This design comes from an exercise in tuning for small area, a short achievable clock period and few clock cycles per item on the open sky130 flow, not from production work. The RTL was checked by simulation tests, not by an equivalence proof against the original design. Power and IR drop assume default switching activity.

==> design/flow/flow/abc_map.script <==
strash
dch
map -a
topo
==> design/flow/flow/synth.tcl <==
# The standard flow's synthesis script (synth_recipe.tcl) unchanged, except that the
# combinational mapping calls ABC with flow/abc_map.script instead of ORFS's
# abc_speed.script. Registers are mapped before ABC runs, so they come out
# exactly as in the standard synthesis.
proc abc {args} {
  set i [lsearch -exact $args -script]
  if {$i >= 0 && [string match *abc_speed* [lindex $args [expr {$i+1}]]]} {
    lset args [expr {$i+1}] $::env(MY_ABC_SCRIPT)
  }
  puts "abc wrapper: $args"
  yosys abc {*}$args
}
source $::env(FLOW_SYNTH_TCL)
==> design/flow/config.mk <==
export PLATFORM = sky130hd
export DESIGN_NAME = simple_dma
export DESIGN_NICKNAME = simple_dma
export VERILOG_FILES = /design/flow/design.v
export SDC_FILE = /design/flow/constraint.sdc
export NUM_CORES = 4
export LEC_CHECK = 0
export ABC_CLOCK_PERIOD_IN_PS = 2000
export CAP_MARGIN = 20
export CORE_MARGIN = 2
export CORE_UTILIZATION = 65
export CTS_CLUSTER_DIAMETER = 60
export CTS_CLUSTER_SIZE = 20
export SETUP_SLACK_MARGIN = 2.2
export SLEW_MARGIN = 20
==> design/flow/design.v <==
`default_nettype none
package dma_pkg;
  typedef logic [32-1:0] dma_addr_t;
  typedef logic [31:0] dma_len_t;
  typedef logic [4-1:0] dma_ce_t;
  typedef struct packed {
    dma_addr_t src;
    dma_addr_t dst;
    dma_len_t  len;
  } dma_cfg_t;
  typedef enum logic [2:0] {
    SEQ_IDLE,
    SEQ_RD_CHECK,
    SEQ_RD_WAIT,
    SEQ_WR_CHECK,
    SEQ_WR_WAIT
  } seq_state_t;
endpackage
`default_nettype wire
`default_nettype none
package mst_pkg;
  typedef logic [32-1:0] mst_data_t;
  typedef enum logic [1:0] {
    CMD_IDLE,
    CMD_RUN,
    CMD_WAIT,
    CMD_DONE
  } cmd_state_t;
endpackage
`default_nettype wire
`timescale 1ns/1ps
`default_nettype none
module dma_regs
(
  input  wire logic      Bus2IP_Clk,
  input  wire logic      rst,
  input  mst_pkg::mst_data_t      bus2ip_data,
  input  dma_pkg::dma_ce_t        bus2ip_wrce,
  input  dma_pkg::dma_ce_t        bus2ip_rdce,
  input  wire logic      busy,
  output mst_pkg::mst_data_t      ip2bus_data,
  output logic           ip2bus_wrack,
  output logic           ip2bus_rdack,
  output dma_pkg::dma_cfg_t       cfg,
  output logic           key
);
  mst_pkg::mst_data_t wdata;
  assign wdata = rst ? '0 : bus2ip_data;
  always_ff @(posedge Bus2IP_Clk)
  begin
    if (rst || bus2ip_wrce[3])
      cfg.src <= dma_pkg::dma_addr_t'(wdata);
    if (rst || bus2ip_wrce[2])
      cfg.dst <= dma_pkg::dma_addr_t'(wdata);
    if (rst || bus2ip_wrce[1])
      cfg.len <= dma_pkg::dma_len_t'(wdata);
  end
  assign key = bus2ip_wrce[0] && (bus2ip_data == mst_pkg::mst_data_t'(32'h0000_00CC));
  assign ip2bus_data = ({32{bus2ip_rdce[3]}} & mst_pkg::mst_data_t'(cfg.src))
                     | ({32{bus2ip_rdce[2]}} & mst_pkg::mst_data_t'(cfg.dst))
                     | ({32{bus2ip_rdce[1]}} & mst_pkg::mst_data_t'(cfg.len))
                     | {{(32-1){1'b0}}, bus2ip_rdce[0] & busy};
  assign ip2bus_wrack = |bus2ip_wrce;
  assign ip2bus_rdack = |bus2ip_rdce;
endmodule
`default_nettype wire
`timescale 1ns/1ps
`default_nettype none
module simple_dma
(
  input  wire logic      Bus2IP_Clk,
  input  wire logic      rst,
  input  mst_pkg::mst_data_t      bus2ip_data,
  input  dma_pkg::dma_ce_t        bus2ip_wrce,
  input  dma_pkg::dma_ce_t        bus2ip_rdce,
  output mst_pkg::mst_data_t      ip2bus_data,
  output logic           ip2bus_wrack,
  output logic           ip2bus_rdack,
  input  wire logic      bus2ip_mst_cmdack,
  input  wire logic      bus2ip_mst_cmplt,
  input  mst_pkg::mst_data_t      bus2ip_mstrd_d,
  input  wire logic      bus2ip_mstrd_src_rdy_n,
  input  wire logic      bus2ip_mstwr_dst_rdy_n,
  output logic           ip2bus_mstrd_req,
  output logic           ip2bus_mstwr_req,
  output dma_pkg::dma_addr_t      ip2bus_mst_addr,
  output mst_pkg::mst_data_t      ip2bus_mstwr_d
);
  dma_pkg::dma_cfg_t cfg;
  logic     key;
  logic     busy_q;
  logic     rdreq_q;
  logic     wrreq_q;
  dma_pkg::dma_addr_t addr_q;
  dma_pkg::dma_addr_t next_q;
  logic [32-3:0] words_q;
  logic     part_q;
  mst_pkg::mst_data_t data_q;
  logic     start;
  logic     rd_cmplt;
  logic     wr_cmplt;
  logic     accept;
  logic     none_left;
  dma_regs u_regs (
    .Bus2IP_Clk(Bus2IP_Clk), .rst(rst),
    .bus2ip_data(bus2ip_data), .bus2ip_wrce(bus2ip_wrce), .bus2ip_rdce(bus2ip_rdce),
    .busy(busy_q), .ip2bus_data(ip2bus_data),
    .ip2bus_wrack(ip2bus_wrack), .ip2bus_rdack(ip2bus_rdack),
    .cfg(cfg), .key(key)
  );
  assign start     = key && !busy_q && (cfg.len != '0);
  assign rd_cmplt  = !bus2ip_mstrd_src_rdy_n;
  assign wr_cmplt  = !bus2ip_mstwr_dst_rdy_n;
  assign accept    = bus2ip_mst_cmdack || bus2ip_mst_cmplt;
  assign none_left = (words_q == '0) && !part_q;
  always_ff @(posedge Bus2IP_Clk)
  begin
    if (rst)
    begin
      busy_q  <= 1'b0;
      rdreq_q <= 1'b0;
      wrreq_q <= 1'b0;
    end
    else
    begin
      busy_q  <= start || (busy_q && !(wr_cmplt && none_left));
      rdreq_q <= start || (rdreq_q && !accept) || (busy_q && wr_cmplt && !none_left);
      wrreq_q <= (wrreq_q && !accept) || (busy_q && rd_cmplt);
    end
  end
  always_ff @(posedge Bus2IP_Clk)
  begin
    if (!busy_q)
    begin
      words_q <= cfg.len[32-1:2];
      part_q  <= |cfg.len[1:0];
    end
    else
    begin
      if (rd_cmplt)
      begin
        if (part_q)
          part_q  <= 1'b0;
        else
          words_q <= words_q - 1'b1;
      end
    end
  end
  logic     addr_load;
  logic     addr_step;
  logic     addr_hold;
  assign addr_load = !busy_q;
  assign addr_step = busy_q && bus2ip_mst_cmplt;
  assign addr_hold = busy_q && !bus2ip_mst_cmplt;
  always_ff @(posedge Bus2IP_Clk)
  begin
    addr_q <= ({32{addr_load}} & cfg.src)
            | ({32{addr_step}} & next_q)
            | ({32{addr_hold}} & addr_q);
    next_q <= ({32{addr_load}} & cfg.dst)
            | ({32{addr_step}} & (addr_q + dma_pkg::dma_addr_t'(4)))
            | ({32{addr_hold}} & next_q);
  end
  always_ff @(posedge Bus2IP_Clk)
  begin
    if (rd_cmplt)
      data_q <= bus2ip_mstrd_d;
  end
  assign ip2bus_mstrd_req = rdreq_q;
  assign ip2bus_mstwr_req = wrreq_q;
  assign ip2bus_mst_addr  = addr_q;
  assign ip2bus_mstwr_d   = data_q;
endmodule
`default_nettype wire
==> design/flow/flow/run.sh <==
#!/bin/bash
# The standard flow (standard.sh) with these changes:
#  - synthesis maps combinational logic with flow/abc_map.script (see flow/synth.tcl);
#  - the port buffers are sky130_fd_sc_hd__buf_1 cells (the standard flow picks delay cells);
#  - a few slow combinational cells are added to the platform's don't-use list,
#    for synthesis and layout alike.
# Registers are mapped exactly as in the standard synthesis.
set -euo pipefail
W=$(pwd)
export BUFFER_PORTS_ARGS="-buffer_cell sky130_fd_sc_hd__buf_1"
export MY_ABC_SCRIPT=$W/flow/abc_map.script
export FLOW_SYNTH_TCL=$W/synth_recipe.tcl
DU="sky130_fd_sc_hd__probe_p_8 sky130_fd_sc_hd__probec_p_8 sky130_fd_sc_hd__lpflow_bleeder_1 sky130_fd_sc_hd__lpflow_clkbufkapwr_1 sky130_fd_sc_hd__lpflow_clkbufkapwr_16 sky130_fd_sc_hd__lpflow_clkbufkapwr_2 sky130_fd_sc_hd__lpflow_clkbufkapwr_4 sky130_fd_sc_hd__lpflow_clkbufkapwr_8 sky130_fd_sc_hd__lpflow_clkinvkapwr_1 sky130_fd_sc_hd__lpflow_clkinvkapwr_16 sky130_fd_sc_hd__lpflow_clkinvkapwr_2 sky130_fd_sc_hd__lpflow_clkinvkapwr_4 sky130_fd_sc_hd__lpflow_clkinvkapwr_8 sky130_fd_sc_hd__lpflow_decapkapwr_12 sky130_fd_sc_hd__lpflow_decapkapwr_3 sky130_fd_sc_hd__lpflow_decapkapwr_4 sky130_fd_sc_hd__lpflow_decapkapwr_6 sky130_fd_sc_hd__lpflow_decapkapwr_8 sky130_fd_sc_hd__lpflow_inputiso0n_1 sky130_fd_sc_hd__lpflow_inputiso0p_1 sky130_fd_sc_hd__lpflow_inputiso1n_1 sky130_fd_sc_hd__lpflow_inputiso1p_1 sky130_fd_sc_hd__lpflow_inputisolatch_1 sky130_fd_sc_hd__lpflow_isobufsrc_1 sky130_fd_sc_hd__lpflow_isobufsrc_16 sky130_fd_sc_hd__lpflow_isobufsrc_2 sky130_fd_sc_hd__lpflow_isobufsrc_4 sky130_fd_sc_hd__lpflow_isobufsrc_8 sky130_fd_sc_hd__lpflow_isobufsrckapwr_16 sky130_fd_sc_hd__lpflow_lsbuf_lh_hl_isowell_tap_1 sky130_fd_sc_hd__lpflow_lsbuf_lh_hl_isowell_tap_2 sky130_fd_sc_hd__lpflow_lsbuf_lh_hl_isowell_tap_4 sky130_fd_sc_hd__lpflow_lsbuf_lh_isowell_4 sky130_fd_sc_hd__lpflow_lsbuf_lh_isowell_tap_1 sky130_fd_sc_hd__lpflow_lsbuf_lh_isowell_tap_2 sky130_fd_sc_hd__lpflow_lsbuf_lh_isowell_tap_4 sky130_fd_sc_hd__a222oi_1 sky130_fd_sc_hd__or4_1 sky130_fd_sc_hd__or4_2 sky130_fd_sc_hd__or4_4 sky130_fd_sc_hd__nor4_1 sky130_fd_sc_hd__nor4_2 sky130_fd_sc_hd__nor4_4"
bash standard.sh "DONT_USE_CELLS=$DU" SYNTH_SCRIPT=$W/flow/synth.tcl synth > synth.log 2>&1
bash standard.sh "DONT_USE_CELLS=$DU" SYNTH_SCRIPT=$W/flow/synth.tcl finish > layout.log 2>&1
==> design/flow/standard.sh <==
#!/bin/bash
# synth_recipe.tcl (not shown) runs the flow's synth.tcl, then flattens the netlist and writes it again
# the make line also repeats each setting of config.mk as NAME=value (left out here)
make -C /OpenROAD-flow-scripts/flow DESIGN_CONFIG=/design/flow/config.mk WORK_HOME=/design/flow/orfs CLKGATE_MAP_FILE= SYNTH_SCRIPT=/design/flow/synth_recipe.tcl "${@:-finish}"
==> design/flow/constraint.sdc <==
create_clock -name core_clock -period 5.0 [get_ports {Bus2IP_Clk}]
set_input_delay 1.0000 -clock core_clock [delete_from_list [all_inputs] [get_ports {Bus2IP_Clk}]]
set_output_delay 1.0000 -clock core_clock [all_outputs]
set_load 0.01 [all_outputs]
==> flow_summary.json, run 1 <==
{
  "synth.cell_area_um2": 9520,
  "start_kind": "input port",
  "synth_area_leaders": "edfxtp_1 (50%), dfxtp_1 (14%), a22oi_1 (7.5%)",
  "cap_violations": 0,
  "cp.required_ns": 4.00,
  "synth-async-reset-ratio_pct": 0,
  "antenna_found_initial": 0,
  "preCtsSetupSlack_ns": 1.40,
  "syn_avg_cell_area_um2": 10.5,
  "yosysTopAreaCellShare_pct": 50.2,
  "use_met1_pct": 48.8,
  "worst_skew_pair.late_latency_ns": 0.49,
  "dr.pass1.iters": 7,
  "hold_start": "next_q[3]",
  "synth_cells": 905,
  "path_class": "in2out",
  "drt_iter0_markers": 902,
  "start_util_pct": 66.0,
  "tns_ns": 0,
  "fin_skew_ns": 0.0247,
  "grt_overflow": 0,
  "vias_per_cell": 6.15,
  "grt_max_degree": 50,
  "layout.nets": 1201,
  "ys_seq_elements": 226,
  "synth-edff-count": 159,
  "finalSetupViolCount": 0,
  "dieHeight_um": 125,
  "ys.flop_type": "edfxtp_1",
  "drc": 0,
  "p_per_area_nw_per_um2": 361,
  "leakage_uw": 0.00408,
  "ff2ff_path_depth": 10,
  "grt_pass1_wl_mm": 41.4,
  "r2r_start": "words_q[0]",
  "cts_buffers": 16,
  "fill_cells": 971,
  "end_kind": "output port",
  "cts_hold_buf": 0,
  "via_count": 8086,
  "slew_headroom_pct": 34.6,
  "drt-total-wl_mm": 27.5,
  "worstMarginPinSlew_ns": 0.981,
  "crit_fanout": 5,
  "cts_tree": "yes",
  "grt_pass1_vias": 7501,
  "cp_data_arrival_time_ns": 1.77,
  "synth_most_common_cell": "edfxtp_1",
  "globalRouteTotalUtil_pct": 33.8,
  "dieWidth_um": 125,
  "busiest_layer": "met2",
  "ys_warn_count": 2,
  "clockBufferDepth": 3,
  "clk_pin_slew_ns": 0.06,
  "diodes": 0,
  "drtAntennaViolNets": 0,
  "fin_crit_sh_pct": 55.5,
  "portBuffers": 177,
  "drive_above_1_share_pct": 8.13,
  "hold_depth": 2,
  "cts_root_buffer": "clkbuf_16",
  "htreeDepth": 1,
  "hold_violations": 0,
  "num_rows": 44,
  "ir_drop_uv": 317,
  "dpl.hpwl_mm": 16.9,
  "grt.met2_usage_pct": 51.9,
  "core_um2": 14400,
  "drv_slew": 0,
  "cts.sinks": 226,
  "status": "no timing/DRC/antenna violations",
  "min_period_ns": 2.77,
  "synth_top_area_cell": "edfxtp_1",
  "synth-seq-area-share_pct": 64.3,
  "synth_common_cells": "edfxtp_1 (159), clkinv_1 (129), nand2_1 (109)",
  "gp_congestion": 0.861,
  "num_io_pins": 178,
  "synthesis.nets": 985,
  "setup.worst_path.start": "bus2ip_rdce[3]",
  "grtUsageMet3_pct": 7.53,
  "grt_setup_unrepaired": "yes",
  "die_area_um2": 15600,
  "synth.distinct_cells": 23,
  "wire_per_inst_um": 20.9,
  "synthToLayoutAreaGrowth_pct": 20.7,
  "worst_slack_ns": 2.23,
  "fmax_mhz": 361,
  "min_path_type": "reg2reg"
}
[per-layer routing]
metal | wire (um) | part of all wire (%)
met1 | 10800 | 39
met5 | 0 | 0
met4 | 847 | 3.1
met3 | 3420 | 12
met2 | 12500 | 45
[stage by stage]
| stage | total power, uW | hold WS (ns) | area, um^2 | std cells | util [%] |
|---|---|---|---|---|---|
| after global routing | 4270 | 0.487 | 11500 | 1315 | 79.6 |
| after detailed placement | 2750 | 0.445 | 10500 | 1277 | 73.0 |
| after floorplan | 2560 | 0.427 | 9540 | 905 | - |
| after CTS | 4110 | 0.455 | 11300 | 1310 | 78.3 |
| after global placement | 2740 | 0.439 | 10500 | 1277 | 73.0 |
| final | 4140 | 0.451 | 11500 | 1315 | 79.6 |
[where the power goes]
part	total, uW	leakage, uW	internal, uW	switching (uW)
Clock	1370	0.000255	724	645
Sequential	2310	0.00224	2180	123
Combinational	466	0.00159	174	292
[critical path: stages]
cell and delay, ns:
buf_6 0.13, buf_12 0.15, a22oi_1 0.22, o21ai_0 0.13, buf_1 0.14
[cells by family (layout without fill, tap and decap cells)]
logic type	after synthesis	in the layout	share of synthesized area, %
xor gates and xnor gates	26	26	2.39
and+or+nand+nor	292	292	13.0
buffers and inverters	129	355	5.09
DFF	226	226	64.3
adders and majority gates	2	2	0.263
AOI/OAI and AO/OA	230	230	15.0
[flip-flops by register name, summed over array words and instances, names as in the netlist]
register	count
u_regs.cfg	96
addr_q	32
data_q	32
next_q	32
words_q	30
busy_q	1
part_q	1
rdreq_q	1
wrreq_q	1
[final cells by class]
type / count / area, um^2 / area share (%)
sequential: 226 / 6120 / 53.3
multi-input combinational: 550 / 3060 / 26.6
timing repair buffer: 196 / 1020 / 8.87
inverter: 129 / 509 / 4.43
clock buffer: 24 / 473 / 4.12
tap: 184 / 230 / 2.00
clock inverter: 4 / 62.6 / 0.545
timing repair inverter: 2 / 20.0 / 0.174
[timing repair]
item	CTS	global route
setup endpoints to repair	38	43
pin swaps	0	4
resized for setup	41	41
gates cloned	5	4
buffers inserted	0	1
[final timing paths]
path | endpoint | slack, ns
worst max-delay path | ip2bus_data[28] | 2.23
worst max register to register | words_q[29] | 2.32
worst min register to register | addr_q[3] | 0.45
worst min-delay path | addr_q[3] | 0.45
[placed cells by master, fill, tap and decap left out, drive strengths merged, types with 3 or more instances in the layout]
cell and n:
clkbuf 35, nand2 109, edfxtp 159, or2 5, o21ai 100, clkinv 129, nor2 107, buf 184
o211ai 3, a31oi 6, dfxtp 67, nor3 26, nand3 20, a21oi 17, nand4 22, a22oi 95
o31ai 5, xor2 14, inv 4, xnor2 12
Testbench counts, summed over its fixed seeds: cycles 59,953, words 6,547.
==> run 2, diff against run 1 <==
==> design/flow/flow/abc_map.script (replaced) <==
&get -n
&st
&syn2
&dch -f
&nf -R 50
&put
==> run 2 against run 1 <==
Still clean on timing, DRC and antenna. Fmax is 0.62% lower. Area after synthesis fell by 2.7%. Final cell count is 8.3% lower. Register-to-register slack hardly changed. Power is 0.53% higher. Clock power rose by 5%. First-iteration DRC count down 10%. Core utilization shrank 0.46 points. Largest power group unchanged.
==> flow_summary.json, run 2 <==
{
  "synth_most_common_cell": "edfxtp_1",
  "min_period_ns": 2.79,
  "vias_per_cell": 6.28,
  "cts_hold_buf": 0,
  "ys.flop_type": "edfxtp_1",
  "synth-seq-area-share_pct": 66.1,
  "grt_setup_unrepaired": "yes",
  "cts.sinks": 226,
  "cts_root_buffer": "clkbuf_16",
  "fin_crit_sh_pct": 55.8,
  "preCtsSetupSlack_ns": 1.61,
  "hold_violations": 0,
  "end_kind": "output port",
  "synth_common_cells": "edfxtp_1 (159), nor2_1 (152), nand2_1 (84)",
  "drt-total-wl_mm": 26.0,
  "grt_max_degree": 61,
  "num_rows": 43,
  "pwr-share-comb_pct": 9.7,
  "cap_violations": 0,
  "clk_pin_slew_ns": 0.08,
  "finalSetupViolCount": 0,
  "cts_tree": "yes",
  "dieWidth_um": 123,
  "layout_common_cells": "buf_1 (175), edfxtp_1 (159), nor2_1 (150)",
  "syn_avg_cell_area_um2": 11.5,
  "p_sw_share_pct": 24.5,
  "yosysTopAreaCellShare_pct": 51.6,
  "num_io_pins": 178,
  "cp_data_arrival_time_ns": 1.79,
  "synth-async-reset-ratio_pct": 0,
  "globalRouteTotalUtil_pct": 33.5,
  "path_class": "in2out",
  "synth.distinct_cells": 32,
  "fill_cells": 896,
  "fmax_mhz": 358,
  "grt_pass1_vias": 7254,
  "internal_power_uw": 3150,
  "start_util_pct": 66.7,
  "cts_buffers": 16,
  "worst_skew_pair.late_latency_ns": 0.49,
  "die_area_um2": 15200,
  "clockPowerShare_pct": 34.5,
  "p_sw_uw": 1020,
  "synthToLayoutAreaGrowth_pct": 18.7,
  "core_um2": 13900,
  "start_kind": "input port",
  "wire_per_inst_um": 21.6,
  "diodes": 0,
  "grt_pass1_wl_mm": 38.7,
  "largest_register_ffs": 96,
  "p_per_area_nw_per_um2": 379,
  "antenna_found_initial": 0,
  "synth.cell_area_um2": 9260,
  "synthesis.nets": 884,
  "layout.nets": 1096,
  "crit_fanout": 33,
  "gp_congestion": 0.883,
  "tns_ns": 0,
  "via_count": 7570,
  "slew_headroom_pct": 40.9,
  "final_common_cell": "buf_1",
  "drt_iter0_markers": 812,
  "synth-edff-count": 159,
  "htreeDepth": 1,
  "cp.required_ns": 4.00,
  "portBuffers": 177,
  "synth_area_leaders": "edfxtp_1 (52%), dfxtp_1 (14%), nor2_1 (6.2%)",
  "drive_above_1_share_pct": 6.82,
  "synth_cells": 804,
  "drtAntennaViolNets": 0,
  "clockBufferDepth": 3,
  "dr.pass1.iters": 7,
  "status": "no timing/DRC/antenna violations",
  "leakage_uw": 0.00398,
  "grt_overflow": 0,
  "ir_drop_uv": 414,
  "fin_skew_ns": 0.0206,
  "synth_top_area_cell": "edfxtp_1",
  "ys_seq_elements": 226,
  "ys_warn_count": 2,
  "drv_slew": 0,
  "seqPwrFrac_pct": 55.8,
  "worstMarginPinSlew_ns": 0.887,
  "worst_slack_ns": 2.21,
  "drc": 0,
  "dpl.hpwl_mm": 17.4,
  "min_path_type": "reg2reg",
  "regMostFlops": "u_regs.cfg",
  "dieHeight_um": 123
}
==> run 2: cell count changes in the layout (fill, tap and decap cells not counted), moves of 10 or more <==
cell / change
a21oi_1: +16
a22oi_1: -34
a22oi_2: -12
buf_1: +12
clkinv_1: -121
nand2_1: -27
nand4_1: -11
nor2_1: +49
nor2b_1: +34
o21ai_0: -58
o21ai_1: -13
o22ai_1: +35
xor2_1: +10
==> run 2: cell type report <==
type,instances,area [um^2],share of cell area [%]
Clock buffer,21,450,4.10
Clock inverter,7,119,1.08
Tap cell,180,225,2.05
Sequential cell,226,6120,55.7
Multi-Input combinational cell,572,3220,29.3
Timing Repair Buffer,194,830,7.55
Inverter,6,22.5,0.205
==> run 2: metal layers <==
layer	global-route usage [%]	wire, um	part of all wire [%]
met1	45.8	9890	38
met2	54.8	12400	48
met3	5.40	3000	12
met4	11.9	686	2.6
met5	0	0	0
==> run 2: metrics by stage <==
stage	hold slack, ns	area (um^2)	utilization (%)	cells	total power (uW)
5_1_grt	0.516	11000	79.2	1206	4290
2_1_floorplan	0.444	9270	-	804	2540
6_report	0.486	11000	79.2	1206	4160
4_1_cts	0.484	10900	78.5	1203	4150
3_5_place_dp	0.465	10300	73.9	1174	2740
3_3_place_gp	0.451	10300	73.9	1174	2720
==> run 2: path summary, 6_finish.rpt <==
check             cells past startpoint      startpoint              end  slack [ns]
hold / removal                        2      next_q[13]       next_q[13]        0.49
hold reg to reg                       2      next_q[13]       next_q[13]        0.49
setup reg to reg                      9      words_q[0]      words_q[29]        2.31
setup / recovery                      5  bus2ip_rdce[2]  ip2bus_data[22]        2.21
==> run 2: cells by family after synthesis <==
kind of cell	synth area share, %
AO/OA/AOI/OAI	11.8
XOR/XNOR	4.07
adder cells (fa/ha/maj)	0.270
buffers and inverters	0.243
flip-flops	66.1
AND/OR/NAND/NOR	17.5
==> run 2: power by group through the flow <==
stage	combinational, uW	clock, uW	sequential (uW)
2_1_floorplan	206	0	2340
3_3_place_gp	375	0	2350
3_5_place_dp	387	0	2350
4_1_cts	394	1440	2320
5_1_grt	443	1500	2340
6_report	403	1440	2320
==> run 2: repair_timing <==
| item | 4_1_cts | 5_1_grt |
|---|---|---|
| gates resized for setup | 18 | 21 |
| setup endpoints to repair | 38 | 49 |
| setup buffers | 1 | 3 |
| cloned | 0 | 0 |
| pin swaps | 1 | 3 |
==> run 2: critical path, stage by stage <==
cell,delay [ns]
buf_1,0.13
buf_12,0.24
a22oi_1,0.14
nand2_1,0.10
buf_1,0.18
==> run 3, diff against run 2 <==
==> design/flow/flow/abc_map.script (replaced) <==
&get -n
&st
&syn2
&dch -f
&nf -R 20
&put
--- a/design/flow/config.mk
+++ b/design/flow/config.mk
@@ -13,2 +13,3 @@
 export CTS_CLUSTER_SIZE = 20
+export PLACE_DENSITY = 0.8
 export SETUP_SLACK_MARGIN = 2.2
==> run 3 against run 2 <==
Core utilization shrank 1.9 points. Sequential share of layout area grew 1.1 points. Register-to-register slack is essentially flat. Clock skew is essentially flat. Global-route usage shrank 1.5 points.
==> flow_summary.json, run 3 <==
{
  "ff2ff_path_depth": 8,
  "crit_fanout": 33,
  "cap_violations": 0,
  "synthSimpleGateAreaFrac_pct": 17.7,
  "synth-async-reset-ratio_pct": 0,
  "synthesis.nets": 894,
  "pwr-share-comb_pct": 10.2,
  "gp_congestion": 0.909,
  "synth_cells": 814,
  "dieWidth_um": 124,
  "clockPowerShare_pct": 30.2,
  "grt_overflow": 0,
  "finalSetupViolCount": 0,
  "cts.sinks": 226,
  "drt-total-wl_mm": 24.4,
  "cp.required_ns": 4.00,
  "synth_top_family_by_area": "simple AND/OR/NAND/NOR gates",
  "multi_input_area_um2": 3180,
  "final_common_cell": "buf_1",
  "antenna_found_initial": 0,
  "drc": 0,
  "num_rows": 43,
  "worst_skew_pair.late_latency_ns": 0.48,
  "synth.cell_area_um2": 9290,
  "drt_iter0_markers": 863,
  "internal_power_uw": 2910,
  "slew_headroom_pct": 24.6,
  "muxShareOfSynthArea_pct": 0,
  "largest_register_ffs": 96,
  "clk_pin_slew_ns": 0.07,
  "grt_max_degree": 60,
  "status": "no timing/DRC/antenna violations",
  "dieHeight_um": 124,
  "synth_compound_area_share_pct": 11.8,
  "p_sw_uw": 978,
  "cp_data_arrival_time_ns": 1.80,
  "fmax_mhz": 357,
  "min_period_ns": 2.80,
  "ys.flop_type": "edfxtp_1",
  "vias_per_cell": 6.21,
  "regMostFlops": "u_regs.cfg",
  "worst_slack_ns": 2.20,
  "fill_cells": 975,
  "drive_above_1_share_pct": 3.79,
  "ys_warn_count": 2,
  "core_um2": 13900,
  "layout_common_cells": "buf_1 (175), edfxtp_1 (159), nor2_1 (156)",
  "via_count": 7502,
  "min_path_type": "reg2reg",
  "end_kind": "output port",
  "diodes": 0,
  "dp_cells": 1182,
  "preCtsSetupSlack_ns": 1.74,
  "layout.cells.non_filler": 1208,
  "yosysTopAreaCellShare_pct": 51.4,
  "htreeDepth": 1,
  "path_class": "in2out",
  "start_util_pct": 66.6,
  "tns_ns": 0,
  "wire_per_inst_um": 20.2,
  "synth.distinct_cells": 31,
  "hold_violations": 0,
  "synth_common_cells": "edfxtp_1 (159), nor2_1 (158), nand2_1 (90)",
  "ir_drop_uv": 367,
  "hold_depth": 2,
  "cts_hold_buf": 0,
  "place_area_um2": 10300,
  "p_per_area_nw_per_um2": 362,
  "cts_root_buffer": "clkbuf_16",
  "finalInstanceArea_um2": 10800,
  "seqPwrFrac_pct": 59.7,
  "synth_top_area_cell": "edfxtp_1",
  "fin_crit_sh_pct": 56.0,
  "synth_area_leaders": "edfxtp_1 (51%), dfxtp_1 (14%), nor2_1 (6.4%)",
  "synth-edff-count": 159,
  "p_sw_share_pct": 25.1,
  "synth_most_common_cell": "edfxtp_1",
  "cts_tree": "yes",
  "leakage_uw": 0.00388,
  "cts_buffers": 15,
  "synth_xor_area_share_pct": 4.15,
  "grt_pass1_vias": 6995,
  "worstMarginPinSlew_ns": 1.13,
  "dr.pass1.iters": 6,
  "ys_seq_elements": 226,
  "drv_slew": 0,
  "syn_avg_cell_area_um2": 11.4,
  "synthToLayoutAreaGrowth_pct": 15.9,
  "drtAntennaViolNets": 0,
  "die_area_um2": 15300,
  "portBuffers": 177,
  "seq_area_um2": 6120,
  "globalRouteTotalUtil_pct": 32.0,
  "grt_pass1_wl_mm": 36.9,
  "clockBufferDepth": 3,
  "dpl.hpwl_mm": 16.1,
  "fin_skew_ns": 0.0210,
  "layout.nets": 1099,
  "num_io_pins": 178,
  "p_total_uw": 3890,
  "start_kind": "input port",
  "yosys.area_share.adder_pct": 0.269,
  "grt_setup_unrepaired": "yes",
  "synth-seq-area-share_pct": 65.9
}
run 3: cell types whose count changed in the layout (fill, tap and decap cells not counted), moves of 3 or more:
cell	change
bufinv_16	-3
nand2_1	+8
xnor2_1	-3
xor2_1	+4
nand3_1	+4
or3_4	-3
dfxtp_1	+4
o31ai_1	+3
dfxtp_2	-4
and3_1	+3
clkbuf_1	+5
nor2_1	+6
buf_4	-6
run 3: critical path, cell delays in order:
cell     delay, ns
buf_1         0.11
buf_12        0.19
a22oi_1       0.27
nand2_1       0.09
buf_1         0.13
run 3: cells by family after synthesis:
kind of cell | Yosys count
AO/OA/AOI/OAI | 170
adder cells (fa/ha/maj) | 2
XOR/XNOR | 44
flip-flops | 226
buffers and inverters | 5
AND/OR/NAND/NOR | 367
run 3: per-layer routing:
| metal | up-vias | part of all wire, % | global-route usage, % |
|---|---|---|---|
| met5 | - | 0 | 0 |
| met4 | 0 | 3.3 | 11.6 |
| met3 | 60 | 11 | 4.66 |
| met2 | 485 | 46 | 49.6 |
| met1 | 3541 | 40 | 46.3 |
| li1 | 3416 | - | - |
run 3: worst paths after layout:
path | startpoint | endpoint | slack (ns)
worst max-delay path | bus2ip_rdce[2] | ip2bus_data[29] | 2.20
worst min-delay path | next_q[20] | next_q[20] | 0.48
worst max register to register | addr_q[10] | next_q[31] | 2.31
worst min register to register | next_q[20] | next_q[20] | 0.48
run 3: through the flow:
| step | util (%) | hold WS [ns] |
|---|---|---|
| after detailed placement | 73.7 | 0.459 |
| after global routing | 77.2 | 0.504 |
| after floorplan | - | 0.444 |
| after global placement | 73.7 | 0.459 |
| after CTS | 77.0 | 0.480 |
| final | 77.2 | 0.479 |
run 3: power by group through the flow:
stage	registers (uW)	clock network, uW	logic [uW]
2_1_floorplan	2340	0	209
3_3_place_gp	2350	0	375
3_5_place_dp	2360	0	386
4_1_cts	2320	1180	392
5_1_grt	2340	1240	437
6_report	2320	1180	395
run 3: layout make-up:
class	instances	area share, %
flip-flops and latches	226	56.9
repair buffers	188	7.29
multi-input cells	583	29.6
clock buffers	23	3.77
well taps	180	2.09
clock inverters	3	0.221
inverters	5	0.174
run 3: repair_timing:
action	CTS	global route
gates resized for setup	8	6
endpoints found under the hold margin	0	0
setup buffers	0	0
setup endpoints to repair	33	19
gates cloned	0	0
==> run 4, diff against run 3 <==
--- a/design/flow/config.mk
+++ b/design/flow/config.mk
@@ -13,3 +13,3 @@
 export CTS_CLUSTER_SIZE = 20
-export PLACE_DENSITY = 0.8
+export PLACE_DENSITY = 0.92
 export SETUP_SLACK_MARGIN = 2.2
==> run 4 against run 3 <==
Via count rose by 2.8%. Clock power barely moved. Global-route usage shrank 0.30 points. Power up 0.15%. Die area stayed put. Critical path type unchanged. Largest power group unchanged.
==> flow_summary.json, run 4 <==
{
  "gp_congestion": 0.899,
  "cts.sinks": 226,
  "num_io_pins": 178,
  "synth.distinct_cells": 31,
  "diodes": 0,
  "core_um2": 13900,
  "largest_register_ffs": 96,
  "crit_fanout": 33,
  "fill_cells": 844,
  "layout.cells.non_filler": 1210,
  "dp_cells": 1184,
  "globalRouteTotalUtil_pct": 31.7,
  "vias_per_cell": 6.37,
  "end_kind": "output port",
  "cts_buffers": 15,
  "r2r_start": "addr_q[10]",
  "slew_headroom_pct": 37.2,
  "final_common_cell": "buf_1",
  "rrSetupSlack_ns": 2.37,
  "dpl.hpwl_mm": 15.8,
  "layout.nets": 1102,
  "synth-async-reset-ratio_pct": 0,
  "cp_data_arrival_time_ns": 1.84,
  "ir_drop_uv": 310,
  "portBuffers": 177,
  "drt-total-wl_mm": 24.7,
  "clockBufferDepth": 3,
  "crit_slowest_cell": "a22oi_1",
  "synth-seq-area-share_pct": 65.9,
  "p_per_area_nw_per_um2": 360,
  "synthToLayoutAreaGrowth_pct": 16.5,
  "cp.required_ns": 4.00,
  "hold_violations": 0,
  "start_util_pct": 66.6,
  "via_count": 7713,
  "drive_above_1_share_pct": 4.17,
  "hold_depth": 2,
  "cts_tree": "yes",
  "grt_pass1_vias": 7152,
  "min_to": "next_q[31]",
  "regMostFlops": "u_regs.cfg",
  "grt_overflow": 0,
  "path_class": "in2out",
  "timing.rr.end": "next_q[31]",
  "p_total_uw": 3900,
  "tns_ns": 0,
  "ys.flop_type": "edfxtp_1",
  "drv_slew": 0,
  "drtAntennaViolNets": 0,
  "grt_max_degree": 67,
  "die_area_um2": 15300,
  "drt_iter0_markers": 1076,
  "dieHeight_um": 124,
  "worst_skew_pair.late_latency_ns": 0.47,
  "synth_common_cells": "edfxtp_1 (159), nor2_1 (158), nand2_1 (90)",
  "finalSetupViolCount": 0,
  "cpPeakStageDelay_ns": 0.32,
  "status": "no timing/DRC/antenna violations",
  "whs_ns": 0.487,
  "worstMarginPinSlew_ns": 0.942,
  "clk_pin_slew_ns": 0.08,
  "synth_most_common_cell": "edfxtp_1",
  "critPathMostFrequentCell": "buf_1",
  "fmax_mhz": 352,
  "finalInstanceArea_um2": 10800,
  "syn_avg_cell_area_um2": 11.4,
  "synth_top_area_cell": "edfxtp_1",
  "leakage_uw": 0.00390,
  "hold_start": "next_q[31]",
  "start_kind": "input port",
  "cts_root_buffer": "clkbuf_16",
  "ys_warn_count": 2,
  "place_area_um2": 10300,
  "cap_violations": 0,
  "drc": 0,
  "synthesis.nets": 894,
  "synth.cell_area_um2": 9290,
  "yosysTopAreaCellShare_pct": 51.4,
  "synth-edff-count": 159,
  "layout_common_cells": "buf_1 (175), edfxtp_1 (159), nor2_1 (157)",
  "synth_cells": 814,
  "ys_seq_elements": 226,
  "dr.pass1.iters": 7,
  "htreeDepth": 1,
  "path_cells": "buf_1, buf_12, a22oi_1, nand2_1, buf_1",
  "grt_setup_unrepaired": "no",
  "ff2ff_path_depth": 8,
  "synth_area_leaders": "edfxtp_1 (51%), dfxtp_1 (14%), nor2_1 (6.4%)",
  "fin_crit_sh_pct": 56.8,
  "min_path_type": "reg2reg",
  "fin_skew_ns": 0.0160,
  "min_period_ns": 2.84,
  "grt_pass1_wl_mm": 36.5,
  "wire_per_inst_um": 20.4,
  "num_rows": 43,
  "antenna_found_initial": 0,
  "dieWidth_um": 124
}
-- run 4: cell types whose count changed in the layout (fill, tap and decap cells not counted), sizes merged --
| cell | change |
|---|---|
| buf | +3 |
| clkbuf | +1 |
| clkinv | -1 |
| inv | -1 |
-- run 4: what timing repair did --
action / in CTS / in global routing
pin swaps: 0 / 0
setup buffers: 0 / 1
endpoints found under the setup margin: 33 / 26
hold buffers: 0 / 0
resized for setup: 10 / 8
-- run 4: per-stage QoR --
stage	worst slack, ns	util [%]
floorplan	2.20	-
global placement	1.68	73.8
detailed placement	1.54	73.9
CTS	2.20	77.2
global route	2.20	77.6
finish	2.16	77.6
-- run 4: where the power goes --
| group | internal, uW | switching [uW] | total, uW |
|---|---|---|---|
| clock network | 583 | 591 | 1170 |
| logic | 160 | 246 | 406 |
| registers | 2180 | 135 | 2320 |
| total | 2930 | 972 | 3900 |
-- run 4: worst max-delay path by stage --
stage / startpoint / to / slack (ns) / depth (start not counted)
after detailed placement: bus2ip_rdce[3] / ip2bus_data[22] / 1.54 / 5
after global placement: bus2ip_rdce[3] / ip2bus_data[20] / 1.68 / 5
after floorplan: bus2ip_mstrd_src_rdy_n / words_q[0] / 2.20 / 1
after global routing: bus2ip_rdce[2] / ip2bus_data[29] / 2.20 / 5
final: bus2ip_rdce[2] / ip2bus_data[29] / 2.16 / 5
after CTS: bus2ip_rdce[3] / ip2bus_data[22] / 2.20 / 5
-- run 4: cell families after synthesis --
group / count (synthesis) / synth area share (%)
buf+inv: 5 / 0.202
compound gates: 170 / 11.8
xor+xnor: 44 / 4.15
simple gates: 367 / 17.7
fa+ha+maj: 2 / 0.269
flops: 226 / 65.9
-- run 4: layout make-up --
type                            count  area [um^2]  share of cell area (%)
Inverter                            5         18.8                   0.174
Sequential cell                   226         6120                    56.6
Clock buffer                       24          419                    3.88
Timing Repair Buffer              191          836                    7.73
Clock inverter                      1         11.3                   0.104
Multi-Input combinational cell    583         3180                    29.4
Tap cell                          180          225                    2.08
-- run 4: critical path, delay by kind of cell --
kind | cells | cell delay, ns
AO/OA/AOI/OAI | 1 | 0.32
buffers and inverters | 3 | 0.42
AND/OR/NAND/NOR | 1 | 0.09
-- run 4: routing by layer --
metal | vias up | GRT usage (%) | routed length, um
li1 | 3434 | - | -
met1 | 3551 | 42.2 | 8870
met2 | 621 | 50.7 | 11600
met3 | 107 | 6.73 | 3210
met4 | 0 | 13.4 | 1030
met5 | - | 0 | 0
==> run 5, diff against run 4 <==
--- a/design/flow/config.mk
+++ b/design/flow/config.mk
@@ -13,3 +13,2 @@
 export CTS_CLUSTER_SIZE = 20
-export PLACE_DENSITY = 0.92
 export SETUP_SLACK_MARGIN = 2.2
==> run 5 against run 4 <==
Via count down 0.60%. Register-to-register slack got worse by 0.05 ns. Still clean on timing, DRC and antenna. Highest routed layer unchanged. Synthesized cell count unchanged. Critical path depth stayed put. Sequential cell count stayed put. Clock skew shrank 0.00099 ns. Power grew 4.4%. Critical endpoint unchanged.
==> flow_summary.json, run 5 <==
{
  "finalSetupViolCount": 0,
  "core_um2": 13900,
  "finalInstanceArea_um2": 10900,
  "grt_pass1_wl_mm": 38.2,
  "synth-seq-area-share_pct": 65.9,
  "status": "no timing/DRC/antenna violations",
  "tns_ns": 0,
  "synthesis.nets": 894,
  "fill_cells": 922,
  "synth.cell_area_um2": 9290,
  "syn_avg_cell_area_um2": 11.4,
  "regMostFlops": "u_regs.cfg",
  "via_count": 7667,
  "clk_pin_slew_ns": 0.08,
  "critical_path_buf_inv_count": 3,
  "cts_root_buffer": "clkbuf_16",
  "portBuffers": 177,
  "diodes": 0,
  "synth-async-reset-ratio_pct": 0,
  "drt-total-wl_mm": 25.5,
  "grt_overflow": 0,
  "cts_buffers": 16,
  "synth_most_common_cell": "edfxtp_1",
  "leakage_uw": 0.00392,
  "layout_common_cells": "buf_1 (175), edfxtp_1 (159), nor2_1 (155)",
  "dr.pass1.iters": 6,
  "cp.required_ns": 4.00,
  "wire_per_inst_um": 21.1,
  "crit_fanout": 33,
  "drtAntennaViolNets": 0,
  "end_kind": "output port",
  "largest_register_ffs": 96,
  "cts.sinks": 226,
  "vias_per_cell": 6.34,
  "htreeDepth": 1,
  "cts_tree": "yes",
  "start_util_pct": 66.6,
  "worstMarginPinSlew_ns": 0.983,
  "synthToLayoutAreaGrowth_pct": 16.9,
  "synth_top_area_cell": "edfxtp_1",
  "die_area_um2": 15300,
  "synth-edff-count": 159,
  "min_path_type": "reg2reg",
  "cpLargestDelayFamily": "buffers and inverters",
  "fin_skew_ns": 0.0150,
  "min_period_ns": 2.81,
  "num_rows": 43,
  "start_kind": "input port",
  "ys_seq_elements": 226,
  "drt_iter0_markers": 1059,
  "synth_area_leaders": "edfxtp_1 (51%), dfxtp_1 (14%), nor2_1 (6.4%)",
  "synth_common_cells": "edfxtp_1 (159), nor2_1 (158), nand2_1 (90)",
  "hold_violations": 0,
  "grt_pass1_vias": 7218,
  "grt_setup_unrepaired": "yes",
  "ys.flop_type": "edfxtp_1",
  "gp_congestion": 0.894,
  "ir_drop_uv": 267,
  "critPathMostFrequentCell": "buf_1",
  "worst_skew_pair.late_latency_ns": 0.48,
  "cpPeakStageDelay_ns": 0.29,
  "synth_cells": 814,
  "ys_warn_count": 2,
  "cp_data_arrival_time_ns": 1.81,
  "synth.distinct_cells": 31,
  "drv_slew": 0,
  "drive_above_1_share_pct": 4.66,
  "path_class": "in2out",
  "slew_headroom_pct": 34.3,
  "globalRouteTotalUtil_pct": 33.0,
  "layout.nets": 1100,
  "grt_max_degree": 68,
  "dieHeight_um": 124,
  "dieWidth_um": 124,
  "fmax_mhz": 355,
  "crit_slowest_cell": "a22oi_1",
  "drc": 0,
  "place_area_um2": 10300,
  "antenna_found_initial": 0,
  "clockBufferDepth": 3,
  "dpl.hpwl_mm": 17.3,
  "yosysTopAreaCellShare_pct": 51.4,
  "final_common_cell": "buf_1",
  "fin_crit_sh_pct": 56.3,
  "path_cells": "buf_1, buf_12, a22oi_1, nand2_1, buf_1",
  "num_io_pins": 178,
  "p_per_area_nw_per_um2": 375,
  "cap_violations": 0
}
run 5: cell counts after synthesis:
No cell type changed its count.
run 5: cell families (layout without fill, tap and decap cells):
logic type	count (synthesis)	after routing	synth area share (%)
and+or+nand+nor	367	367	17.7
xor gates and xnor gates	44	44	4.15
DFF	226	226	65.9
buffers and inverters	5	221	0.202
adders and majority gates	2	2	0.269
AOI/OAI and AO/OA	170	170	11.8
run 5: path summary, 6_finish.rpt:
kind	start	slack (ns)	cells past startpoint	endpoint
max	bus2ip_rdce[2]	2.19	5	ip2bus_data[29]
min	u_regs.cfg[40]	0.48	1	next_q[8]
max reg2reg	words_q[0]	2.32	9	words_q[26]
min reg2reg	u_regs.cfg[40]	0.48	1	next_q[8]
run 5: routing by layer:
metal / routed length (um) / up-vias / GRT usage, %
met5: 0 / - / 0
met4: 729 / 0 / 11.1
met3: 2750 / 69 / 5.58
met2: 12100 / 548 / 52.7
met1: 9980 / 3621 / 46.4
li1: - / 3429 / -
run 5: metrics by stage:
stage	std cells	utilization, %	power [uW]	setup slack (ns)	hold slack (ns)
after floorplan	814	-	2550	2.20	0.444
after global routing	1210	77.9	4200	2.17	0.494
final	1210	77.9	4070	2.19	0.483
after detailed placement	1182	73.7	2750	1.76	0.466
after CTS	1210	77.8	4060	2.20	0.482
after global placement	1182	73.7	2730	1.80	0.457
run 5: timing repair:
item	in CTS	in global routing
setup buffers	0	0
endpoints found under the setup margin	36	22
hold buffers	0	0
resized for setup	10	3
run 5: where the power goes:
part / total (uW) / leakage, uW / internal [uW] / switching (uW)
sequential: 2330 / 0.00224 / 2180 / 143
clock: 1340 / 0.000259 / 714 / 630
combinational: 399 / 0.00143 / 159 / 240
run 5: cell type report:
type / instances / area, um^2 / share of cell area (%)
clock buffers: 22 / 464 / 4.28
clock inverters: 6 / 65.1 / 0.599
inverters: 5 / 18.8 / 0.173
multi-input cells: 583 / 3180 / 29.3
flip-flops and latches: 226 / 6120 / 56.4
well taps: 180 / 225 / 2.07
repair buffers: 188 / 785 / 7.23
run 5: worst register-to-register path, cell delays in order, from the launching register on:
cell and delay [ns]:
edfxtp_1 0.43, clkinv_1 0.08, ha_1 0.20, nor4b_2 0.44, nand3_1 0.20, nor2_1 0.23, nand3_1 0.21, nor3b_1 0.34
xnor2_1 0.18, a21oi_1 0.09
==> run 6, diff against run 5 <==
--- a/design/flow/flow/run.sh
+++ b/design/flow/flow/run.sh
@@ -14,2 +14,2 @@
 bash standard.sh "DONT_USE_CELLS=$DU" SYNTH_SCRIPT=$W/flow/synth.tcl synth > synth.log 2>&1
-bash standard.sh "DONT_USE_CELLS=$DU" SYNTH_SCRIPT=$W/flow/synth.tcl finish > layout.log 2>&1
+bash standard.sh "DONT_USE_CELLS=$DU" SYNTH_SCRIPT=$W/flow/synth.tcl RECOVER_POWER=100 finish > layout.log 2>&1
--- a/design/flow/config.mk
+++ b/design/flow/config.mk
@@ -13,2 +13,3 @@
 export CTS_CLUSTER_SIZE = 20
+export PLACE_DENSITY = 0.8
 export SETUP_SLACK_MARGIN = 2.2
==> run 6 against run 5 <==
Sequential share of layout area rose by 0.73 points. Core utilization fell by 1.0 points. Non-clock buffer count did not move. Clock skew rose by 0.0085 ns. Sequential cell count did not move. Global-route usage fell by 1.1 points. Now fails the layout checks on max-capacitance violations, max-slew violations. Combinational power fell by 1%.
==> flow_summary.json, run 6 <==
{
  "status": "finished with violations",
  "violations": "max-capacitance violations, max-slew violations",
  "syn_avg_cell_area_um2": 11.4,
  "wire_per_inst_um": 20.1,
  "grt_pass1_vias": 6995,
  "final_util_pct": 76.9,
  "dieWidth_um": 124,
  "synthesis.nets": 894,
  "drtAntennaViolNets": 0,
  "fin_skew_ns": 0.0235,
  "fmax_mhz": 275,
  "drt-total-wl_mm": 24.2,
  "synth.distinct_cells": 31,
  "min_path_type": "reg2reg",
  "end_kind": "flip-flop",
  "ys_warn_count": 2,
  "setup.worst_path.start": "rst",
  "leakage_uw": 0.00385,
  "worst_slack_ns": 1.36,
  "tns_ns": 0,
  "synth.cell_area_um2": 9290,
  "cts_buffers": 15,
  "start_util_pct": 66.6,
  "synth_most_common_cell": "edfxtp_1",
  "hold_depth": 2,
  "layout.cells.non_filler": 1208,
  "finalSetupViolCount": 0,
  "synth_cells": 814,
  "drc": 0,
  "dpl.hpwl_mm": 16.1,
  "vias_per_cell": 6.21,
  "crit_end": "u_regs.cfg[70]",
  "final_common_cell": "buf_1",
  "die_area_um2": 15300,
  "grt_setup_unrepaired": "yes",
  "worst_skew_pair.late_latency_ns": 0.49,
  "diodes": 0,
  "preCtsSetupSlack_ns": 1.74,
  "p_per_area_nw_per_um2": 363,
  "drive_above_1_share_pct": 2.82,
  "crit_fanout": 38,
  "synthToLayoutAreaGrowth_pct": 15.4,
  "dr.pass1.iters": 6,
  "gp_congestion": 0.909,
  "cts_tree": "yes",
  "synth-edff-count": 159,
  "num_io_pins": 178,
  "hold_violations": 0,
  "drt_iter0_markers": 784,
  "cp_data_arrival_time_ns": 3.78,
  "grt_max_degree": 60,
  "cts.sinks": 226,
  "rrSetupSlack_ns": 1.37,
  "synth_common_cells": "edfxtp_1 (159), nor2_1 (158), nand2_1 (90)",
  "cap_violations": 5,
  "worstMarginPinSlew_ns": 2.50,
  "core_um2": 13900,
  "grt_overflow": 0,
  "synth-seq-area-share_pct": 65.9,
  "portBuffers": 177,
  "fin_crit_sh_pct": 72.8,
  "cts_hold_buf": 0,
  "start_kind": "input port",
  "regMostFlops": "u_regs.cfg",
  "ys.flop_type": "edfxtp_1",
  "largest_register_ffs": 96,
  "r2r_start": "busy_q",
  "synth-async-reset-ratio_pct": 0,
  "clk_pin_slew_ns": 0.08,
  "yosysTopAreaCellShare_pct": 51.4,
  "cp.required_ns": 5.14,
  "path_class": "in2reg",
  "ir_drop_uv": 365,
  "layout_common_cells": "buf_1 (174), edfxtp_1 (159), nor2_1 (156)",
  "synth_top_area_cell": "edfxtp_1",
  "clockBufferDepth": 3,
  "fill_cells": 988,
  "drv_slew": 219,
  "dieHeight_um": 124,
  "antenna_found_initial": 0,
  "p_total_uw": 3890,
  "globalRouteTotalUtil_pct": 32.0,
  "ys_seq_elements": 226,
  "min_period_ns": 3.64,
  "grt_pass1_wl_mm": 36.9,
  "htreeDepth": 1,
  "cts_root_buffer": "clkbuf_16",
  "num_rows": 43,
  "ff2ff_path_depth": 3,
  "slew_headroom_pct": -66.6,
  "timing.rr.end": "words_q[23]",
  "dp_cells": 1182,
  "via_count": 7505,
  "synth_area_leaders": "edfxtp_1 (51%), dfxtp_1 (14%), nor2_1 (6.4%)",
  "layout.nets": 1099
}
## run 6: cell count changes in the layout (fill, tap and decap cells not counted), moves of 2 or more
cell,change
buf_4,-3
clkbuf_8,-2
clkbuf_1,+11
or2_0,+2
clkbuf_16,-2
or2_1,-2
clkinv_2,-2
## run 6: timing repair
| action | 4_1_cts | 5_1_grt |
|---|---|---|
| cloned | 0 | 0 |
| gates resized for setup | 8 | 6 |
| setup endpoints to repair | 33 | 19 |
| buffers inserted | 0 | 0 |
## run 6: how the worst min path moves through the flow
stage	from	to
4_1_cts	u_regs.cfg[38]	next_q[6]
3_5_place_dp	u_regs.cfg[42]	next_q[10]
2_1_floorplan	next_q[4]	next_q[4]
5_1_grt	next_q[20]	next_q[20]
6_report	next_q[20]	next_q[20]
3_3_place_gp	u_regs.cfg[42]	next_q[10]
## run 6: per-layer routing
layer | GRT usage [%] | wire [um] | part of all wire, %
met4 | 11.6 | 817 | 3.4
met2 | 49.6 | 11200 | 46
met5 | 0 | 0 | 0
met3 | 4.66 | 2740 | 11
met1 | 46.3 | 9510 | 39
## run 6: logic make-up after synthesis
kind of cell	Yosys count	share of synthesized area, %
flip-flops	226	65.9
adder cells (fa/ha/maj)	2	0.269
buffers and inverters	5	0.202
XOR/XNOR	44	4.15
AND/OR/NAND/NOR	367	17.7
AO/OA/AOI/OAI	170	11.8
## run 6: final cells by class
cell class | instances | area, um^2 | area share (%)
Multi-Input combinational cell | 583 | 3160 | 29.5
Clock inverter | 3 | 23.8 | 0.222
Sequential cell | 226 | 6120 | 57.1
Inverter | 5 | 18.8 | 0.175
Clock buffer | 23 | 405 | 3.78
Timing Repair Buffer | 188 | 761 | 7.10
Tap cell | 180 | 225 | 2.10
## run 6: metrics by stage
stage / hold slack, ns / cell area, um^2
2_1_floorplan: 0.444 / 9290
3_3_place_gp: 0.459 / 10300
3_5_place_dp: 0.459 / 10300
4_1_cts: 0.480 / 10700
5_1_grt: 0.504 / 10700
6_report: 0.479 / 10700
## run 6: report_power, final
part / switching [uW] / internal, uW
Combinational: 236 / 158
Sequential: 137 / 2180
Clock: 601 / 572
## run 6: worst max-delay path: stages
cell and delay [ns]:
clkbuf_1 1.35, or2_0 0.93, buf_4 0.49
==> run 7, diff against run 6 <==
--- a/design/flow/flow/run.sh
+++ b/design/flow/flow/run.sh
@@ -14,2 +14,2 @@
 bash standard.sh "DONT_USE_CELLS=$DU" SYNTH_SCRIPT=$W/flow/synth.tcl synth > synth.log 2>&1
-bash standard.sh "DONT_USE_CELLS=$DU" SYNTH_SCRIPT=$W/flow/synth.tcl RECOVER_POWER=100 finish > layout.log 2>&1
+bash standard.sh "DONT_USE_CELLS=$DU" SYNTH_SCRIPT=$W/flow/synth.tcl  finish > layout.log 2>&1
--- a/design/flow/config.mk
+++ b/design/flow/config.mk
@@ -11,4 +11,4 @@
 export CORE_UTILIZATION = 65
-export CTS_CLUSTER_DIAMETER = 60
-export CTS_CLUSTER_SIZE = 20
+export CTS_CLUSTER_DIAMETER = 80
+export CTS_CLUSTER_SIZE = 30
 export PLACE_DENSITY = 0.8
==> run 7 against run 6 <==
The run now finishes clean. Combinational power about the same. First-iteration DRC count increased by 8.8%. Sequential share of layout area is 0.38 points higher. Power is 5.0% lower. Clock-buffer cell count decreased by 8. Area after synthesis unchanged. Synthesized cell count unchanged. Fmax grew 30%. Worst hold slack gained 0.0068 ns. Cell area decreased by 0.67%. Largest power group unchanged.
==> flow_summary.json, run 7 <==
{
  "htreeDepth": 1,
  "synth.cell_area_um2": 9290,
  "clockPowerShare_pct": 26.4,
  "cts_hold_buf": 0,
  "critPathMostFrequentCell": "buf_1",
  "synthesis.nets": 894,
  "crit_end": "ip2bus_data[31]",
  "start_kind": "input port",
  "p_sw_uw": 932,
  "dieHeight_um": 124,
  "worst_slack_ns": 2.20,
  "crit_slowest_cell": "a22oi_1",
  "synth_top_area_cell": "edfxtp_1",
  "fin_skew_ns": 0.0236,
  "regMostFlops": "u_regs.cfg",
  "vias_per_cell": 6.20,
  "via_count": 7424,
  "num_rows": 43,
  "path_class": "in2out",
  "cpLargestDelayFamily": "buffers and inverters",
  "crit_fanout": 33,
  "fmax_mhz": 357,
  "hold_violations": 0,
  "ys.flop_type": "edfxtp_1",
  "ff2ff_path_depth": 8,
  "fin_crit_sh_pct": 56.0,
  "slew_headroom_pct": 26.5,
  "place_area_um2": 10300,
  "cts_tree": "yes",
  "yosysTopAreaCellShare_pct": 51.4,
  "r2r_start": "addr_q[10]",
  "ys_seq_elements": 226,
  "grt_setup_unrepaired": "yes",
  "drv_slew": 0,
  "drive_above_1_share_pct": 3.44,
  "synth_area_leaders": "edfxtp_1 (51%), dfxtp_1 (14%), nor2_1 (6.4%)",
  "min_period_ns": 2.80,
  "dr.pass1.iters": 8,
  "internal_power_uw": 2760,
  "status": "no timing/DRC/antenna violations",
  "portBuffers": 177,
  "num_io_pins": 178,
  "grt_max_degree": 60,
  "clockBufferDepth": 3,
  "cpPeakStageDelay_ns": 0.26,
  "dieWidth_um": 124,
  "drtAntennaViolNets": 0,
  "wire_per_inst_um": 20.1,
  "synth_most_common_cell": "edfxtp_1",
  "syn_avg_cell_area_um2": 11.4,
  "drt_iter0_markers": 853,
  "path_cells": "buf_1, buf_12, a22oi_1, nand2_1, buf_1",
  "cp_data_arrival_time_ns": 1.80,
  "largest_register_ffs": 96,
  "leakage_uw": 0.00382,
  "core_um2": 13900,
  "diodes": 0,
  "pwr-share-comb_pct": 10.7,
  "finalSetupViolCount": 0,
  "finalInstanceArea_um2": 10600,
  "path_depth": 5,
  "layout_common_cells": "buf_1 (175), edfxtp_1 (159), nor2_1 (156)",
  "cp.required_ns": 4.00,
  "synth-seq-area-share_pct": 65.9,
  "synth-edff-count": 159,
  "ir_drop_uv": 370,
  "grt_overflow": 0,
  "start_util_pct": 66.6,
  "dpl.hpwl_mm": 16.1,
  "critical_path_buf_inv_count": 3,
  "gp_congestion": 0.909,
  "drt-total-wl_mm": 24.1,
  "seqPwrFrac_pct": 62.8,
  "rrSetupSlack_ns": 2.38,
  "p_per_area_nw_per_um2": 347,
  "grt_pass1_wl_mm": 36.6,
  "globalRouteTotalUtil_pct": 31.5,
  "antenna_found_initial": 0,
  "cap_violations": 0,
  "synthToLayoutAreaGrowth_pct": 14.6,
  "timing.rr.end": "next_q[31]",
  "min_path_type": "reg2reg",
  "drc": 0,
  "synth-async-reset-ratio_pct": 0,
  "worst_skew_pair.late_latency_ns": 0.47,
  "die_area_um2": 15300,
  "whs_ns": 0.486,
  "setup.worst_path.start": "bus2ip_rdce[2]",
  "cts_buffers": 11,
  "end_kind": "output port",
  "synth_common_cells": "edfxtp_1 (159), nor2_1 (158), nand2_1 (90)",
  "dp_cells": 1182,
  "worstMarginPinSlew_ns": 1.10,
  "fill_cells": 989,
  "synth.distinct_cells": 31,
  "cts.sinks": 226,
  "postCtsSetupBuffers": 0,
  "tns_ns": 0,
  "final_common_cell": "buf_1",
  "synth_cells": 814,
  "cts_root_buffer": "clkbuf_16",
  "layout.nets": 1095,
  "layout.cells.non_filler": 1198,
  "p_sw_share_pct": 25.2,
  "preCtsSetupSlack_ns": 1.74,
  "ys_warn_count": 2,
  "grt_pass1_vias": 6910,
  "clk_pin_slew_ns": 0.10
}
-- run 7: cell count changes in the layout (fill, tap and decap cells not counted), moves of 2 or more --
| cell | before | now |
|---|---|---|
| buf_4 | 6 | 9 |
| clkbuf_1 | 14 | 4 |
| clkbuf_16 | 15 | 11 |
| or2_0 | 3 | 1 |
| or2_1 | 1 | 3 |
-- run 7: per-stage QoR --
step	utilization, %	total power (uW)
global placement	73.7	2730
floorplan	-	2550
global route	76.4	3810
detailed placement	73.7	2740
CTS	76.1	3670
finish	76.4	3690
-- run 7: worst min-delay path by stage --
stage                         from         end  slack [ns]  depth (start not counted)
floorplan                next_q[4]   next_q[4]        0.44                          2
global placement    u_regs.cfg[42]  next_q[10]        0.46                          1
finish                  next_q[20]  next_q[20]        0.49                          2
global route            next_q[20]  next_q[20]        0.51                          2
CTS                 u_regs.cfg[42]  next_q[10]        0.49                          1
detailed placement  u_regs.cfg[42]  next_q[10]        0.46                          1
-- run 7: cell families (layout without fill, tap and decap cells) --
| family | after synthesis | count (layout) | synth area share [%] |
|---|---|---|---|
| AOI/OAI and AO/OA | 170 | 170 | 11.8 |
| xor gates and xnor gates | 44 | 44 | 4.15 |
| adders and majority gates | 2 | 2 | 0.269 |
| buffers and inverters | 5 | 209 | 0.202 |
| DFF | 226 | 226 | 65.9 |
| and+or+nand+nor | 367 | 367 | 17.7 |
-- run 7: what timing repair did --
item                                    4_1_cts  5_1_grt
endpoints found under the setup margin       33       23
resized for setup                             8        7
cloned                                        0        0
-- run 7: cell type report --
type	instances	area [um^2]	share of cell area, %
clock inverter	1	16.3	0.153
sequential	226	6120	57.5
inverter	5	18.8	0.176
clock buffer	15	290	2.73
tap	180	225	2.12
multi-input combinational	583	3190	30.0
timing repair buffer	188	785	7.37
-- run 7: per-layer routing --
metal  GRT usage (%)  share of wire [%]  vias to the layer above  routed length, um
met5               0                  0                        -                  0
met4            8.59                2.1                        0                513
met3            5.30                 12                       39               2890
met2            49.8                 46                      472              11200
met1            45.6                 40                     3500               9530
li1                -                  -                     3413                  -
-- run 7: tightest hold or removal path, stage by stage (launching register included) --
cell     delay [ns]
dfxtp_1        0.34
a22oi_1        0.06
o21ai_0        0.06
-- run 7: power by group through the flow --
stage	combinational [uW]	sequential, uW	clock, uW
4_1_cts	392	2310	969
6_report	396	2320	977
3_5_place_dp	386	2360	0
2_1_floorplan	209	2340	0
5_1_grt	438	2340	1030
3_3_place_gp	375	2350	0
==> run 8, diff against run 7 <==
--- a/design/flow/config.mk
+++ b/design/flow/config.mk
@@ -11,4 +11,4 @@
 export CORE_UTILIZATION = 65
-export CTS_CLUSTER_DIAMETER = 80
-export CTS_CLUSTER_SIZE = 30
+export CTS_CLUSTER_DIAMETER = 70
+export CTS_CLUSTER_SIZE = 25
 export PLACE_DENSITY = 0.8
==> run 8 against run 7 <==
Sequential power hardly changed. Fmax fell by 0.40%. Highest routed layer unchanged. First-iteration DRC count fell by 3.2%. Combinational power barely moved. Wire length increased by 1.0%.
==> flow_summary.json, run 8 <==
{
  "vias_per_cell": 6.20,
  "globalRouteTotalUtil_pct": 32.0,
  "layout.nets": 1097,
  "path_depth": 5,
  "antenna_found_initial": 0,
  "die_area_um2": 15300,
  "start_util_pct": 66.6,
  "dpl.hpwl_mm": 16.1,
  "ys.flop_type": "edfxtp_1",
  "clk_pin_slew_ns": 0.10,
  "path_cells": "buf_1, buf_12, a22oi_1, nand2_1, buf_1",
  "cp_data_arrival_time_ns": 1.81,
  "crit_fanout": 33,
  "hold_depth": 1,
  "drtAntennaViolNets": 0,
  "drt_iter0_markers": 826,
  "fmax_mhz": 356,
  "r2r_start": "addr_q[2]",
  "min_to": "next_q[10]",
  "core_um2": 13900,
  "fin_skew_ns": 0.0117,
  "finalSetupViolCount": 0,
  "num_rows": 43,
  "drv_slew": 0,
  "final_common_cell": "buf_1",
  "cts_buffers": 13,
  "cpPeakStageDelay_ns": 0.27,
  "critical_path_buf_inv_count": 3,
  "path_class": "in2out",
  "cts.sinks": 226,
  "start_kind": "input port",
  "hold_start": "u_regs.cfg[42]",
  "synth-async-reset-ratio_pct": 0,
  "largest_register_ffs": 96,
  "cpLargestDelayFamily": "buffers and inverters",
  "drc": 0,
  "worst_skew_pair.late_latency_ns": 0.47,
  "grt_pass1_wl_mm": 37.0,
  "via_count": 7449,
  "drt-total-wl_mm": 24.3,
  "regMostFlops": "u_regs.cfg",
  "critPathMostFrequentCell": "buf_1",
  "fin_crit_sh_pct": 56.2,
  "whs_ns": 0.485,
  "wire_per_inst_um": 20.3,
  "min_path_type": "reg2reg",
  "yosysTopAreaCellShare_pct": 51.4,
  "ff2ff_path_depth": 7,
  "diodes": 0,
  "finalInstanceArea_um2": 10700,
  "ir_drop_uv": 302,
  "rrSetupSlack_ns": 2.33,
  "end_kind": "output port",
  "synth_top_area_cell": "edfxtp_1",
  "dr.pass1.iters": 5,
  "worst_slack_ns": 2.19,
  "portBuffers": 177,
  "drive_above_1_share_pct": 3.92,
  "synth_common_cells": "edfxtp_1 (159), nor2_1 (158), nand2_1 (90)",
  "synth_area_leaders": "edfxtp_1 (51%), dfxtp_1 (14%), nor2_1 (6.4%)",
  "grt_max_degree": 60,
  "synth_cells": 814,
  "grt_setup_unrepaired": "yes",
  "hold_violations": 0,
  "syn_avg_cell_area_um2": 11.4,
  "cts_tree": "yes",
  "preCtsSetupSlack_ns": 1.74,
  "cp.required_ns": 4.00,
  "p_per_area_nw_per_um2": 357,
  "num_io_pins": 178,
  "worstMarginPinSlew_ns": 1.15,
  "min_period_ns": 2.81,
  "synth.distinct_cells": 31,
  "synthToLayoutAreaGrowth_pct": 15.5,
  "gp_congestion": 0.909,
  "cts_root_buffer": "clkbuf_16",
  "synth_most_common_cell": "edfxtp_1",
  "synth.cell_area_um2": 9290,
  "slew_headroom_pct": 22.9,
  "synth-edff-count": 159,
  "grt_pass1_vias": 6974,
  "synth-seq-area-share_pct": 65.9,
  "leakage_uw": 0.00386,
  "clockBufferDepth": 3,
  "grt_overflow": 0,
  "synthesis.nets": 894,
  "layout_common_cells": "buf_1 (175), edfxtp_1 (159), nor2_1 (157)",
  "crit_slowest_cell": "a22oi_1",
  "place_area_um2": 10300,
  "ys_warn_count": 2,
  "ys_seq_elements": 226,
  "tns_ns": 0,
  "dieWidth_um": 124,
  "cap_violations": 0,
  "timing.rr.end": "next_q[26]",
  "htreeDepth": 1,
  "status": "no timing/DRC/antenna violations",
  "dieHeight_um": 124
}
-- run 8: cell types whose count changed in the layout (fill, tap and decap cells not counted) --
| cell | delta |
|---|---|
| clkbuf_16 | +3 |
| clkbuf_1 | -2 |
| clkinv_2 | +1 |
| clkinv_8 | -1 |
| inv_6 | +1 |
| inv_8 | +1 |
| nor2_1 | +1 |
| nor2_2 | -1 |
| nor3_1 | -1 |
| nor3_2 | +1 |
-- run 8: how the worst max path moves through the flow --
stage	slack, ns	endpoint	start
floorplan	2.20	words_q[0]	bus2ip_mstrd_src_rdy_n
global placement	1.76	ip2bus_data[0]	bus2ip_rdce[3]
detailed placement	1.74	ip2bus_data[0]	bus2ip_rdce[3]
CTS	2.21	ip2bus_data[27]	bus2ip_rdce[2]
global route	2.17	ip2bus_data[23]	bus2ip_rdce[2]
finish	2.19	ip2bus_data[29]	bus2ip_rdce[2]
-- run 8: layer usage --
layer / vias to the layer above / wire [um] / GRT usage (%)
li1: 3420 / - / -
met1: 3554 / 9830 / 46.4
met2: 426 / 11300 / 50.8
met3: 49 / 2540 / 4.75
met4: 0 / 652 / 9.23
met5: - / 0 / 0
-- run 8: stage by stage --
| step | utilization (%) | std cells | total power [uW] |
|---|---|---|---|
| after CTS | 76.7 | 1201 | 3810 |
| after global placement | 73.7 | 1182 | 2730 |
| final | 77.0 | 1201 | 3820 |
| after detailed placement | 73.7 | 1182 | 2740 |
| after global routing | 77.0 | 1201 | 3950 |
| after floorplan | - | 814 | 2550 |
-- run 8: final cells by class --
cell class | count | area [um^2]
Clock buffer | 16 | 358
Clock inverter | 3 | 25.0
Fill cell | 958 | 3210
Inverter | 5 | 18.8
Multi-Input combinational cell | 583 | 3190
Sequential cell | 226 | 6120
Tap cell | 180 | 225
Timing Repair Buffer | 188 | 785
-- run 8: worst register-to-register path, stage by stage, from the launching register on --
cell     delay [ns]
dfxtp_1        0.46
ha_1           0.25
nand3_1        0.21
nor2_1         0.94
nand2_1        0.18
xor2_1         0.20
nor2_1         0.06
a221o_1        0.29
-- run 8: cells by family (layout without fill, tap and decap cells) --
group	after synthesis	after routing	share of synthesized area [%]
AND/OR/NAND/NOR	367	367	17.7
buffers and inverters	5	212	0.202
flip-flops	226	226	65.9
adder cells (fa/ha/maj)	2	2	0.269
AO/OA/AOI/OAI	170	170	11.8
XOR/XNOR	44	44	4.15
-- run 8: what timing repair did --
item | CTS | global route
hold buffers | 0 | 0
resized for setup | 8 | 7
buffers inserted | 0 | 0
endpoints found under the setup margin | 33 | 21
cloned | 0 | 0
endpoints found under the hold margin | 0 | 0
pin swaps | 0 | 0
-- run 8: power by group --
part | leakage [uW] | internal, uW | switching (uW)
clock network | 0.000189 | 519 | 586
registers | 0.00224 | 2180 | 138
logic | 0.00144 | 160 | 237
total | 0.00386 | 2860 | 961

[re-timing with driven ports]
No port has a modelled driver above. Below, the same layouts with a new extraction and two added sets of constraints.
Step 1 assumes that a clkbuf_16 drives the clock port and a buf_2 every other input.
Step 2 also shifts input and output timing later by t, the mid clock arrival at the registers, as if the neighbouring blocks saw the same clock.
Slacks: ideal / step 1 / step 2; pairs: ideal / step 1.
run | shift t [ns] | setup slack, ns | worst setup path at the end | latest minus earliest clock arrival (ns)
run 1 | 0.520 | 2.226 / 2.189 / 1.964 | input to register | 0.027 / 0.027
run 2 | 0.522 | 2.209 / 2.184 / 1.809 | input to register | 0.021 / 0.021
run 3 | 0.516 | 2.200 / 2.179 / 1.866 | input to register | 0.021 / 0.021
run 4 | 0.506 | 2.160 / 2.139 / 2.139 | input to output | 0.018 / 0.018
run 5 | 0.512 | 2.187 / 2.164 / 1.803 | input to register | 0.015 / 0.015
run 6 | 0.516 | 1.360 / 1.365 / 0.849 | input to register | 0.024 / 0.025
run 7 | 0.499 | 2.202 / 2.181 / 1.857 | input to register | 0.025 / 0.025
run 8 | 0.507 | 2.191 / 2.169 / 1.866 | input to register | 0.013 / 0.012
For run 6, which loses most, drivers alone change the setup slack by +0.005 ns; drivers and shift together by -0.511 ns.
